This is an optimization exercise on Yosys and OpenROAD, whose aim is small area, a short achievable clock period and few clock cycles per item, not a production implementation. In this exercise RTL edits were held to simulation tests only and were not proved equivalent to the original. Power figures rest on the tool's default switching activity, not on a simulated workload.

Setup of alpha:
Design low_band_energy_beat_detector_core, start of the top module:
module low_band_energy_beat_detector_core
(
	input  logic                 clk,
	input  logic                 arst_n,
	input  logic                 cfg_we,
	input  logic [lbed_pkg::CFG_IDX_W-1:0] cfg_index,
	input  logic [lbed_pkg::CFG_W-1:0]     cfg_wdata,
	input  logic                 s_tvalid,
	output logic                 s_tready,
	input  logic [63:0]          s_tdata,    
	input  logic                 s_tlast,    
	output logic                 m_tvalid,
	input  logic                 m_tready,
	output logic [23:0]          m_tdata,    
	output logic                 m_tuser     
);
==> flow/config.mk <==
export PLATFORM = sky130hd
export DESIGN_NAME = low_band_energy_beat_detector_core
export DESIGN_NICKNAME = low_band_energy_beat_detector_core
export VERILOG_FILES = /design/flow/design.v
export SDC_FILE = /design/flow/constraint.sdc
export NUM_CORES = 4
export LEC_CHECK = 0
export CAP_MARGIN = 20
export CORE_MARGIN = 2
export CORE_UTILIZATION = 55
export CTS_CLUSTER_DIAMETER = 80
export CTS_CLUSTER_SIZE = 30
export PLACE_DENSITY = 0.7
export SLEW_MARGIN = 20
==> flow/constraint.sdc <==
create_clock -name core_clock -period 9.0 [get_ports {clk}]
set_input_delay 1.8000 -clock core_clock [delete_from_list [all_inputs] [get_ports {clk}]]
set_output_delay 1.8000 -clock core_clock [all_outputs]
set_load 0.01 [all_outputs]
standard.sh (not shown) runs the stock make flow with config.mk's settings and CLKGATE_MAP_FILE= SYNTH_SCRIPT=/design/flow/synth_recipe.tcl, a recipe that flattens the netlist after the stock synthesis.
==> flow/flow/run.sh <==
#!/bin/bash
# Standard layout (the standard.sh, unchanged synthesis) with two changes: a larger setup
# repair margin, so that repair_timing works the paths down to about 3.1 ns, and the smallest
# plain buffer (buf_1) for the port buffers that global placement puts on every input and
# output. All of make's output (every ORFS step, OpenROAD and Yosys) goes to flow_make.log
# here; ORFS also keeps its per-step logs under orfs/logs.
set -euo pipefail
bash standard.sh "BUFFER_PORTS_ARGS=-buffer_cell sky130_fd_sc_hd__buf_1" SETUP_SLACK_MARGIN=5.9 finish > flow_make.log 2>&1
Testbench counts of alpha, summed over its fixed seeds: cycles 70,286, items 68,461.
[inputs] beta vs alpha
--- a/flow/design.v
+++ b/flow/design.v
@@ -124,18 +124,19 @@
 	logic [3:0]  fill_q;
 	logic [12:0] cnt_q;
 	logic [15:0] x_q;        
 	logic        xv_q;       
 	logic        xc_q;       
 	logic        xl_q;       
 	logic        held_q;
 	logic [47:0] ta_q;
 	logic [50:0] acc_q;
+	logic        rst_q;      
 	logic        acc_c_q;
 	logic        mbusy_q;
 	logic        own_q;      
 	logic [3:0]  mstep_q;
 	logic [19:0] mm_q;
 	logic [19:0] mh_q;       
 	logic [19:0] ml_q;
 	logic        mneg_q;
 	logic        mtwo_q;
@@ -204,19 +205,18 @@
 				ivl_q <= cfg_wdata[15:0];
 			else
 				thr_q <= cfg_wdata;
 		end else if (sstep) begin
 			thr_q <= {thr_q[18:0], thr_q[19]};
 		end
 	end
 	always_ff @(posedge clk or negedge arst_n) begin
 		if (!arst_n) begin
-			gs_q   <= '0;
 			fill_q <= '0;
 			cnt_q  <= '0;
 			held_q <= 1'b0;
 			xv_q   <= 1'b0;
 			xc_q   <= 1'b0;
 			xl_q   <= 1'b0;
 		end else begin
 			if (accept && s_tlast)
 				fill_q <= '0;
@@ -224,27 +224,26 @@
 				fill_q <= fill_q + 4'd1;
 			if (move)
 				cnt_q <= '0;
 			else if (close)
 				cnt_q <= cnt_inc;
 			held_q <= held_d;
 			xv_q <= accept && take;
 			xc_q <= close;
 			xl_q <= accept && s_tlast;
-			if (xc_q || xl_q)
-				gs_q <= '0;
-			else if (xv_q)
-				gs_q <= new_sum;
 		end
 	end
 	always_ff @(posedge clk) begin
-		if (accept)
-			x_q <= s_tdata[15:0];
+		x_q <= s_tdata[15:0];
+		if (xc_q || xl_q || rst_q)
+			gs_q <= '0;
+		else if (xv_q)
+			gs_q <= new_sum;
 	end
 	assign ppx  = mtwo_q ? {mm_q[19], mm_q, 1'b0} : mone_q ? {{2{mm_q[19]}}, mm_q} : 22'd0;
 	assign msum = {{2{mh_q[19]}}, mh_q} + (ppx ^ {22{mneg_q}}) + {21'd0, mneg_q};
 	always_ff @(posedge clk or negedge arst_n) begin
 		if (!arst_n) begin
 			mbusy_q <= 1'b0;
 			own_q   <= 1'b0;
 		end else begin
 			if (xc_q)
@@ -257,31 +256,34 @@
 				own_q <= 1'b0;
 		end
 	end
 	always_ff @(posedge clk) begin
 		if (xc_q) begin
 			mstep_q <= '0;
 			mm_q    <= new_sum;
 			ml_q    <= new_sum;
 			mh_q    <= '0;
-			mneg_q  <= new_sum[1];
-			mtwo_q  <= new_sum[1] && !new_sum[0];
-			mone_q  <= new_sum[0];
 		end else if (mbusy_q) begin
 			mstep_q <= mstep_q + 4'd1;
 			if (!mstep_q[3] || mstep_q[2:1] == 2'b00) begin
 				mh_q   <= msum[21:2];
 				ml_q   <= {msum[1:0], ml_q[19:2]};
-				mneg_q <= ml_q[3] && !(ml_q[2] && ml_q[1]);
-				mtwo_q <= (ml_q[3:2] == 2'b01 && ml_q[1]) || (ml_q[3:2] == 2'b10 && !ml_q[1]);
-				mone_q <= ml_q[2] ^ ml_q[1];
 			end
 		end
+		if (xc_q) begin
+			mneg_q <= new_sum[1];
+			mtwo_q <= new_sum[1] && !new_sum[0];
+			mone_q <= new_sum[0];
+		end else begin
+			mneg_q <= ml_q[3] && !(ml_q[2] && ml_q[1]);
+			mtwo_q <= (ml_q[3:2] == 2'b01 && ml_q[1]) || (ml_q[3:2] == 2'b10 && !ml_q[1]);
+			mone_q <= ml_q[2] ^ ml_q[1];
+		end
 	end
 	assign prod    = {mh_q[18:0], ml_q};
 	for (genvar k = 0; k < 5; k++) begin : g_acc
 		lbed_rca #(.W(7)) u_add (
 			.a  (acc_q[7*k +: 7]),
 			.b  (prod[7*k +: 7]),
 			.ci ((k == 0) ? 1'b0 : acc_c_q),
 			.s  (acc_sum[7*k +: 7]),
 			.co (acc_co[k])
@@ -290,21 +292,25 @@
 	lbed_rca #(.W(4)) u_add_top (
 		.a  (acc_q[38:35]),
 		.b  (prod[38:35]),
 		.ci (acc_c_q),
 		.s  (acc_sum[38:35]),
 		.co (acc_co[5])
 	);
 	assign acc_inc = acc_q[50:39] + {11'd0, acc_co[5]};
 	always_ff @(posedge clk or negedge arst_n) begin
-		if (!arst_n) begin
-			acc_q <= '0;
-		end else if (xfer) begin
+		if (!arst_n)
+			rst_q <= 1'b1;
+		else
+			rst_q <= 1'b0;
+	end
+	always_ff @(posedge clk) begin
+		if (xfer || rst_q) begin
 			acc_q <= '0;
 		end else if (mbusy_q) begin
 			unique case (mstep_q)
 				4'd10: acc_q[6:0]   <= acc_sum[6:0];
 				4'd11: acc_q[13:7]  <= acc_sum[13:7];
 				4'd12: acc_q[20:14] <= acc_sum[20:14];
 				4'd13: acc_q[27:21] <= acc_sum[27:21];
 				4'd14: acc_q[34:28] <= acc_sum[34:28];
 				4'd15: acc_q[50:35] <= {acc_inc, acc_sum[38:35]};
==> run summary <==
beta: no failed stages, no open violations at the end
Total power, alpha and beta: larger value in alpha
Tap cell count: beta < alpha
beta reports its main combinational cell family by area after synthesis as simple AND/OR/NAND/NOR gates while alpha reports compound AO/OA/AOI/OAI gates.
Going from alpha to beta, instance count after placement with tap cells included grew slightly.
The final reports for beta and alpha show worst-case hold slack higher in the former.
The run showing the greater transition time of the tightest slew-check pin is alpha.
Non-clock buffer count (beta over alpha): increase, 27
Re number of non-filler instances in the completed layout: alpha was lower than beta.
[compare] base=alpha new=beta: flip-flop and latch count about even, area after synthesis fell 2.3%, wire length fell about 5%, routing usage on met2 rose 0.34 points, critical path depth fell 2.
The synthesis-stage register bit count on alpha is in line with that on beta.
Testbench counts of beta, summed over its fixed seeds: cycles 70,286, items 68,461.

---

Another version of the RTL of low_band_energy_beat_detector_core (not shown whole).
Size: about 2,400 cells after synthesis, roughly 120 I/O pins.
clock: 9.0 ns
lec_check: 0
cap_margin: 20
core_margin: 2
core_utilization: 55
cts_cluster_diameter: 80
cts_cluster_size: 30
place_density: 0.7
slew_margin: 20
Scripts as last shown in full above: flow/flow/run.sh
Testbench counts at the start, summed over its fixed seeds: cycles 69,432, items 68,461.
Then changed:
--- a/flow/design.v
+++ b/flow/design.v
@@ -130,23 +130,23 @@
 	logic        held_q;
 	logic        e_q;        
 	logic        e_d;
 	logic [3:0]  fill_d;
 	logic        tl;
 	logic        move_h;
 	logic        move_e;
 	logic        demp_q;     
 	logic [47:0] ta_q;
 	logic [50:0] acc_q;
 	logic        rst_q;      
-	logic        acc_c_q;
+	logic [4:0]  acc_c_q;
 	logic        mbusy_q;
 	logic        own_q;      
 	logic [3:0]  mstep_q;
 	logic [19:0] mm_q;
 	logic [19:0] mh_q;       
 	logic [19:0] ml_q;
 	logic        mneg_q;
 	logic        mtwo_q;
 	logic        mone_q;
 	logic [2:0]  dst_q;
 	logic [2:0]  dst_d;
@@ -286,64 +286,60 @@
 		end else begin
 			mneg_q <= ml_q[3] && !(ml_q[2] && ml_q[1]);
 			mtwo_q <= (ml_q[3:2] == 2'b01 && ml_q[1]) || (ml_q[3:2] == 2'b10 && !ml_q[1]);
 			mone_q <= ml_q[2] ^ ml_q[1];
 		end
 	end
 	assign prod    = {mh_q[18:0], ml_q};
 	for (genvar k = 0; k < 5; k++) begin : g_acc
 		lbed_rca #(.W(7)) u_add (
 			.a  (acc_q[7*k +: 7]),
 			.b  (prod[7*k +: 7]),
-			.ci ((k == 0) ? 1'b0 : acc_c_q),
+			.ci ((k == 0) ? 1'b0 : acc_c_q[k-1]),
 			.s  (acc_sum[7*k +: 7]),
 			.co (acc_co[k])
 		);
 	end
 	lbed_rca #(.W(4)) u_add_top (
 		.a  (acc_q[38:35]),
 		.b  (prod[38:35]),
-		.ci (acc_c_q),
+		.ci (acc_c_q[4]),
 		.s  (acc_sum[38:35]),
 		.co (acc_co[5])
 	);
 	assign acc_inc = acc_q[50:39] + {11'd0, acc_co[5]};
 	always_ff @(posedge clk or negedge arst_n) begin
 		if (!arst_n)
 			rst_q <= 1'b1;
 		else
 			rst_q <= 1'b0;
 	end
-	always_ff @(posedge clk) begin
-		if ((xfer && !demp_q) || rst_q) begin
+	always_ff @(posedge clk or negedge arst_n) begin
+		if (!arst_n) begin
+			acc_q <= '0;
+		end else if (xfer && !demp_q) begin
 			acc_q <= '0;
 		end else if (mbusy_q) begin
 			unique case (mstep_q)
 				4'd10: acc_q[6:0]   <= acc_sum[6:0];
 				4'd11: acc_q[13:7]  <= acc_sum[13:7];
 				4'd12: acc_q[20:14] <= acc_sum[20:14];
 				4'd13: acc_q[27:21] <= acc_sum[27:21];
 				4'd14: acc_q[34:28] <= acc_sum[34:28];
 				4'd15: acc_q[50:35] <= {acc_inc, acc_sum[38:35]};
 				default: ;
 			endcase
 		end
 	end
 	always_ff @(posedge clk) begin
-		unique case (mstep_q)
-			4'd10:   acc_c_q <= acc_co[0];
-			4'd11:   acc_c_q <= acc_co[1];
-			4'd12:   acc_c_q <= acc_co[2];
-			4'd13:   acc_c_q <= acc_co[3];
-			default: acc_c_q <= acc_co[4];
-		endcase
+		acc_c_q <= acc_co[4:0];
 	end
 	assign sstep = (dst_q == D_RUN) && dc_q[0];
 	lbed_divsqrt u_divsqrt (
 		.clk      (clk),
 		.load     (xfer),
 		.run      (dst_q == D_RUN),
 		.phase    (dc_q[0]),
 		.dividend (acc_q),
 		.divisor  (dn_q),
 		.root     (root),
 		.rbit     (sbit)
What happened: Via count rose by 0.46%. Worst hold slack gets worse by 9.7 ps. Synthesized area rose by 0.64%. Worst setup slack gets better by 340 ps. Clock-buffer cell count rose by 1. Final area rose by 0.43%. Utilization rose by 0.13 points. Non-clock buffer count fell by 4. Synthesized cell count barely changes.
Testbench counts after the change, summed over its fixed seeds: cycles 69,432, items 68,461.

## static timing again, ports no longer ideal
In the flow no input, the clock included, has a driving cell. The finished layouts below were timed again as built, in two steps. Step 1 assumes that a clkbuf_16 drives the clock port and a buf_2 every other input. Step 2 moves the port delays by t, midway between the first and last clock arrival at a register: inputs arrive t later, outputs are due t later. That takes back most of the time a late clock gives input paths. Slacks: ideal / step 1 / step 2; pairs: ideal / step 1.
run | shift t [ns] | slack for setup (ns) | worst setup path after step 2 | slew at the worst register clock pin (ns) | cell pins on the clock port's net
alpha | 0.663 | 5.822 / 5.804 / 5.339 | input to register | 0.12 / 0.12 | 1
beta | 0.659 | 5.433 / 5.433 / 5.343 | input to register | 0.11 / 0.11 | 1
the first run of note 2 | 0.653 | 5.387 / 5.387 / 5.318 | input to register | 0.11 / 0.11 | 1
the second run of note 2 | 0.654 | 5.730 / 5.730 / 5.423 | input to register | 0.11 / 0.11 | 1
After both steps setup and hold are still met in every run listed. For alpha, which loses most, drivers alone change the setup slack by -0.018 ns; drivers and shift together by -0.483 ns.
